From an optimization exercise on the open Yosys and OpenROAD flow, aimed at small area, a short achievable clock period and few clock cycles per item; shortcuts taken in it are not production practice.
Power and IR drop assume default switching activity.

## indigo
==> flow/design.v <==
`timescale 1ns/10ps
`timescale 1ns/10ps
`timescale 1ns/10ps
`timescale 1ns/10ps
`timescale 1ns/10ps
module fp_add_unit
(
  input  logic        clk_i,
  input  logic        rst_n_i,
  input  logic [31:0] op_a_i,
  input  logic [31:0] op_b_i,
  input  logic        op_i,
  input  logic        valid_i,
  output logic [35:0] result_o
);
  logic        sa, sb;
  logic [7:0]  ea, eb;
  logic        a_ge, e_lt;
  logic [7:0]  d_ab, d_ba;
  logic        near_ab, near_ba, far_ab, far_ba;
  logic [4:0]  s_ab, s_ba;
  assign sa = op_a_i[31];
  assign sb = op_b_i[31] ^ op_i;
  assign ea = op_a_i[30:23];
  assign eb = op_b_i[30:23];
  assign a_ge = op_a_i[30:0] >= op_b_i[30:0];
  assign {e_lt, d_ab} = {1'b0, ea} - {1'b0, eb};
  assign d_ba         = eb - ea;
  assign near_ab = d_ab <= 8'd24;
  assign near_ba = d_ba <= 8'd24;
  assign far_ab  = d_ab >= 8'd48;
  assign far_ba  = d_ba >= 8'd48;
  assign s_ab    = near_ab ? d_ab[4:0] : d_ab[4:0] + 5'd9;
  assign s_ba    = near_ba ? d_ba[4:0] : d_ba[4:0] + 5'd9;
  logic        v1q, sign1q, sub1q, age1q, ha1q, hb1q, near1q, far1q;
  logic [7:0]  e1q;
  logic [4:0]  s1q;
  logic [22:0] fa1q, fb1q;
  always_ff @(posedge clk_i) begin
    if (!rst_n_i) v1q <= 1'b0;
    else          v1q <= valid_i;
    sign1q <= a_ge ? sa : sb;
    sub1q  <= sa ^ sb;
    age1q  <= a_ge;
    e1q    <= e_lt ? eb : ea;
    near1q <= e_lt ? near_ba : near_ab;
    far1q  <= e_lt ? far_ba : far_ab;
    s1q    <= e_lt ? s_ba : s_ab;
    ha1q   <= |ea;
    hb1q   <= |eb;
    fa1q   <= op_a_i[22:0];
    fb1q   <= op_b_i[22:0];
  end
  logic [23:0] mb, ms;
  logic [24:0] y2;
  logic        sticky2;
  assign mb = age1q ? {ha1q, fa1q} : {hb1q, fb1q};
  assign ms = age1q ? {hb1q, fb1q} : {ha1q, fa1q};
  logic [24:0] t0, t1, t2, t3, t4, t5;
  logic [4:0]  out;
  assign t0     = {ms, 1'b0};
  assign out[4] = s1q[4] & |t0[15:0];
  assign t1     = s1q[4] ? {16'd0, t0[24:16]} : t0;
  assign out[3] = s1q[3] & |t1[7:0];
  assign t2     = s1q[3] ? {8'd0, t1[24:8]} : t1;
  assign out[2] = s1q[2] & |t2[3:0];
  assign t3     = s1q[2] ? {4'd0, t2[24:4]} : t2;
  assign out[1] = s1q[1] & |t3[1:0];
  assign t4     = s1q[1] ? {2'd0, t3[24:2]} : t3;
  assign out[0] = s1q[0] & t4[0];
  assign t5     = s1q[0] ? {1'd0, t4[24:1]} : t4;
  assign y2 = near1q ? t5 : 25'd0;
  assign sticky2 = near1q ? |out : ~far1q & |t5;
  logic        v2q, nan2q, sign2q, sub2q, cin2q;
  logic [7:0]  e2q;
  logic [23:0] mb2q;
  logic [24:0] y2q;
  always_ff @(posedge clk_i) begin
    if (!rst_n_i) v2q <= 1'b0;
    else          v2q <= v1q;
    nan2q  <= (&e1q) & ((|mb[22:0]) | ((s1q == 5'd0) & near1q & sub1q));
    sign2q <= sign1q;
    sub2q  <= sub1q;
    e2q    <= e1q;
    mb2q   <= mb;
    y2q    <= y2 ^ {25{sub1q}};
    cin2q  <= sub1q & ~sticky2;
  end
  logic [25:0] r3;
  assign r3 = {1'b0, mb2q, cin2q} + {sub2q, y2q};
  logic        v3q, nan3q, sign3q;
  logic [7:0]  e3q;
  logic [25:0] r3q;
  always_ff @(posedge clk_i) begin
    if (!rst_n_i) v3q <= 1'b0;
    else          v3q <= v2q;
    nan3q  <= nan2q;
    sign3q <= sign2q;
    e3q    <= e2q;
    r3q    <= r3;
  end
  logic [31:0] lzin;
  logic [4:0]  lz;
  logic        carry;
  logic [24:0] n0, n1, n2, n3, n4;
  assign lzin  = {r3q[24:0], 7'h7F};
  assign carry = r3q[25];
  always_comb begin
    logic [1:0] z2 [16];
    logic [2:0] z4 [8];
    logic [3:0] z8 [4];
    logic [4:0] z16 [2];
    for (int i = 0; i < 16; i++)
      z2[i] = lzin[2*i+1] ? 2'd0 : lzin[2*i] ? 2'd1 : 2'd2;
    for (int i = 0; i < 8; i++)
      z4[i] = z2[2*i+1][1] ? {z2[2*i][1], ~z2[2*i][1], z2[2*i][0]}
                           : {1'b0, z2[2*i+1]};
    for (int i = 0; i < 4; i++)
      z8[i] = z4[2*i+1][2] ? {z4[2*i][2], ~z4[2*i][2], z4[2*i][1:0]}
                           : {1'b0, z4[2*i+1]};
    for (int i = 0; i < 2; i++)
      z16[i] = z8[2*i+1][3] ? {z8[2*i][3], ~z8[2*i][3], z8[2*i][2:0]}
                            : {1'b0, z8[2*i+1]};
    lz = z16[1][4] ? {1'b1, z16[0][3:0]} : z16[1][4:0];
  end
  assign n0 = lz[4] ? {r3q[8:0], 16'd0} : r3q[24:0];
  assign n1 = lz[3] ? {n0[16:0], 8'd0} : n0;
  assign n2 = lz[2] ? {n1[20:0], 4'd0} : n1;
  assign n3 = lz[1] ? {n2[22:0], 2'd0} : n2;
  assign n4 = lz[0] ? {n3[23:0], 1'd0} : n3;
  logic        v4q, nan4q, sign4q, carry4q;
  logic [4:0]  lz4q;
  logic [7:0]  e4q;
  logic [22:0] f4q;
  always_ff @(posedge clk_i) begin
    if (!rst_n_i) v4q <= 1'b0;
    else          v4q <= v3q;
    nan4q   <= nan3q;
    sign4q  <= sign3q;
    carry4q <= carry;
    lz4q    <= lz;
    e4q     <= e3q;
    f4q     <= carry ? r3q[24:2] : n4[23:1];
  end
  logic        special, zero, ovf, unf, bw;
  logic [7:0]  e5, el;
  logic [34:0] res;
  assign special = &e4q;
  assign zero    = ~carry4q & (lz4q == 5'd25);
  assign ovf     = carry4q & (e4q == 8'd254);
  assign {bw, el} = {1'b0, e4q} - {4'd0, lz4q};
  assign unf     = ~carry4q & (bw | (el == 8'd0));
  assign e5      = carry4q ? e4q + 8'd1 : el;
  always_comb begin
    if (nan4q)
      res = {32'h7FC0_0000, 3'b001};
    else if (special)
      res = {sign4q, 8'hFF, 23'd0, 3'b000};
    else if (zero)
      res = {32'd0, 3'b000};
    else if (ovf)
      res = {sign4q, 8'hFF, 23'd0, 3'b100};
    else if (unf)
      res = {sign4q, 31'd0, 3'b010};
    else
      res = {sign4q, e5, f4q, 3'b000};
  end
  logic        v5q;
  logic [34:0] res5q;
  always_ff @(posedge clk_i) begin
    if (!rst_n_i) v5q <= 1'b0;
    else          v5q <= v4q;
    res5q <= res;
  end
  assign result_o = {v5q, res5q};
endmodule
==> flow/config.mk <==
export PLATFORM = sky130hd
export DESIGN_NAME = fp_add_unit
export DESIGN_NICKNAME = fp_add_unit
export VERILOG_FILES = /design/flow/design.v
export SDC_FILE = /design/flow/constraint.sdc
export NUM_CORES = 4
export LEC_CHECK = 0
export ABC_CLOCK_PERIOD_IN_PS = 2800
export CAP_MARGIN = 20
export CORE_MARGIN = 2
export CORE_UTILIZATION = 40
export SETUP_SLACK_MARGIN = 2.7
export SLEW_MARGIN = 20
==> flow/constraint.sdc <==
create_clock -name core_clock -period 5.5 [get_ports {clk_i}]
set_input_delay 1.1000 -clock core_clock [delete_from_list [all_inputs] [get_ports {clk_i}]]
set_output_delay 1.1000 -clock core_clock [all_outputs]
set_load 0.01 [all_outputs]
standard.sh (not shown) runs the stock make flow with config.mk's settings and CLKGATE_MAP_FILE= SYNTH_SCRIPT=/design/flow/synth_recipe.tcl, a recipe that flattens the netlist after the stock synthesis.
==> flow/flow/run.sh <==
#!/bin/bash
# The standard layout, with two changes passed to the ORFS scripts through
# their environment: port buffers are plain buffers instead of the resizer's
# default pick (a delay cell), and clock tree synthesis adds no dummy loads.
set -euo pipefail
export BUFFER_PORTS_ARGS="-buffer_cell sky130_fd_sc_hd__buf_2"
export CTS_ARGS="-sink_clustering_enable -repair_clock_nets -dont_use_dummy_load"
bash standard.sh > standard.log 2>&1
The inputs of yarrow differ from those of indigo as listed below.
-- flow/design.v --
<<< indigo, line 17
  logic [7:0]  ea, eb;
  logic        a_ge, e_lt;
  logic [7:0]  d_ab, d_ba;
  logic        near_ab, near_ba, far_ab, far_ba;
  logic [4:0]  s_ab, s_ba;
  assign sa = op_a_i[31];
  assign sb = op_b_i[31] ^ op_i;
>>> yarrow, line 17
  logic [7:0]  ea, eb;
  logic        a_ge, e_lt;
  logic [7:0]  d_ab, d_ba, d;
  assign sa = op_a_i[31];
  assign sb = op_b_i[31] ^ op_i;
<<< indigo, line 27
  assign {e_lt, d_ab} = {1'b0, ea} - {1'b0, eb};
  assign d_ba         = eb - ea;
  assign near_ab = d_ab <= 8'd24;
  assign near_ba = d_ba <= 8'd24;
  assign far_ab  = d_ab >= 8'd48;
  assign far_ba  = d_ba >= 8'd48;
  assign s_ab    = near_ab ? d_ab[4:0] : d_ab[4:0] + 5'd9;
  assign s_ba    = near_ba ? d_ba[4:0] : d_ba[4:0] + 5'd9;
  logic        v1q, sign1q, sub1q, age1q, ha1q, hb1q, near1q, far1q;
  logic [7:0]  e1q;
  logic [4:0]  s1q;
  logic [22:0] fa1q, fb1q;
  always_ff @(posedge clk_i) begin
>>> yarrow, line 25
  assign {e_lt, d_ab} = {1'b0, ea} - {1'b0, eb};
  assign d_ba         = eb - ea;
  assign d            = e_lt ? d_ba : d_ab;
  logic        v1q, sign1q, sub1q, age1q, ha1q, hb1q;
  logic [7:0]  e1q;
  logic [5:0]  d1q;
  logic [22:0] fa1q, fb1q;
  always_ff @(posedge clk_i) begin
<<< indigo, line 44
    age1q  <= a_ge;
    e1q    <= e_lt ? eb : ea;
    near1q <= e_lt ? near_ba : near_ab;
    far1q  <= e_lt ? far_ba : far_ab;
    s1q    <= e_lt ? s_ba : s_ab;
    ha1q   <= |ea;
    hb1q   <= |eb;
>>> yarrow, line 37
    age1q  <= a_ge;
    e1q    <= e_lt ? eb : ea;
    d1q    <= (|d[7:6]) ? 6'h3F : d[5:0];
    ha1q   <= |ea;
    hb1q   <= |eb;
<<< indigo, line 57
  assign mb = age1q ? {ha1q, fa1q} : {hb1q, fb1q};
  assign ms = age1q ? {hb1q, fb1q} : {ha1q, fa1q};
  logic [24:0] t0, t1, t2, t3, t4, t5;
  logic [4:0]  out;
  assign t0     = {ms, 1'b0};
  assign out[4] = s1q[4] & |t0[15:0];
  assign t1     = s1q[4] ? {16'd0, t0[24:16]} : t0;
  assign out[3] = s1q[3] & |t1[7:0];
  assign t2     = s1q[3] ? {8'd0, t1[24:8]} : t1;
  assign out[2] = s1q[2] & |t2[3:0];
  assign t3     = s1q[2] ? {4'd0, t2[24:4]} : t2;
  assign out[1] = s1q[1] & |t3[1:0];
  assign t4     = s1q[1] ? {2'd0, t3[24:2]} : t3;
  assign out[0] = s1q[0] & t4[0];
  assign t5     = s1q[0] ? {1'd0, t4[24:1]} : t4;
  assign y2 = near1q ? t5 : 25'd0;
  assign sticky2 = near1q ? |out : ~far1q & |t5;
  logic        v2q, nan2q, sign2q, sub2q, cin2q;
  logic [7:0]  e2q;
>>> yarrow, line 48
  assign mb = age1q ? {ha1q, fa1q} : {hb1q, fb1q};
  assign ms = age1q ? {hb1q, fb1q} : {ha1q, fa1q};
  assign y2 = (d1q > 6'd24) ? 25'd0 : ({ms, 1'b0} >> d1q[4:0]);
  always_comb begin
    sticky2 = 1'b0;
    for (int j = 0; j < 24; j++)
      if (ms[j] && (d1q >= 6'(j + 2)) && (d1q <= 6'(j + 24)))
        sticky2 = 1'b1;
  end
  logic        v2q, nan2q, sign2q, sub2q, cin2q;
  logic [7:0]  e2q;
<<< indigo, line 79
    if (!rst_n_i) v2q <= 1'b0;
    else          v2q <= v1q;
    nan2q  <= (&e1q) & ((|mb[22:0]) | ((s1q == 5'd0) & near1q & sub1q));
    sign2q <= sign1q;
    sub2q  <= sub1q;
>>> yarrow, line 62
    if (!rst_n_i) v2q <= 1'b0;
    else          v2q <= v1q;
    nan2q  <= (&e1q) & ((|mb[22:0]) | ((d1q == 6'd0) & sub1q));
    sign2q <= sign1q;
    sub2q  <= sub1q;
<<< indigo, line 143
    f4q     <= carry ? r3q[24:2] : n4[23:1];
  end
  logic        special, zero, ovf, unf, bw;
  logic [7:0]  e5, el;
  logic [34:0] res;
  assign special = &e4q;
  assign zero    = ~carry4q & (lz4q == 5'd25);
  assign ovf     = carry4q & (e4q == 8'd254);
  assign {bw, el} = {1'b0, e4q} - {4'd0, lz4q};
  assign unf     = ~carry4q & (bw | (el == 8'd0));
  assign e5      = carry4q ? e4q + 8'd1 : el;
  always_comb begin
    if (nan4q)
>>> yarrow, line 126
    f4q     <= carry ? r3q[24:2] : n4[23:1];
  end
  logic        special, zero, ovf, unf;
  logic [7:0]  e5;
  logic [34:0] res;
  assign special = &e4q;
  assign zero    = ~carry4q & (lz4q == 5'd25);
  assign ovf     = carry4q & (e4q == 8'd254);
  assign unf     = ~carry4q & ({3'd0, lz4q} >= e4q);
  assign e5      = carry4q ? e4q + 8'd1 : e4q - {3'd0, lz4q};
  always_comb begin
    if (nan4q)
--- outcome ---
- Relative to indigo, the total vias in the final route of yarrow is lower by 856.
- yarrow reached the final stage; the timing, DRC and antenna checks on its layout passed.
- Delta (yarrow minus indigo): layout overhead on the synthesized area has decreased; total power draw has decreased; clock skew has decreased; first-pass GRT wire length has decreased.
- Of the two values seen for source of the critical timing path, op_a_i[24] was produced by indigo and op_a_i[23] by yarrow.
No functional check of the RTL was part of any run of this note.

==> what the ideal ports hide <==
No port has a modelled driver above. Below, the same layouts with a new extraction and two added sets of constraints.
Step 1 assumes that a clkbuf_16 drives the clock port and a buf_2 every other input.
Step 2 also shifts input and output timing later by t, the mid clock arrival at the registers, as if the neighbouring blocks saw the same clock.
Three values: no drivers, after step 1, after step 2; two values: the first two.
run	t, ns	setup WS [ns]	latest minus earliest clock arrival (ns)	slew at the worst register clock pin (ns)
indigo	0.561	2.572 / 2.545 / 1.983	0.031 / 0.031	0.06 / 0.06
yarrow	0.558	2.252 / 2.227 / 1.669	0.031 / 0.031	0.06 / 0.06
After both steps every run listed still meets setup and hold. For indigo, which loses most, drivers alone change the setup slack by -0.027 ns; drivers and shift together by -0.589 ns.
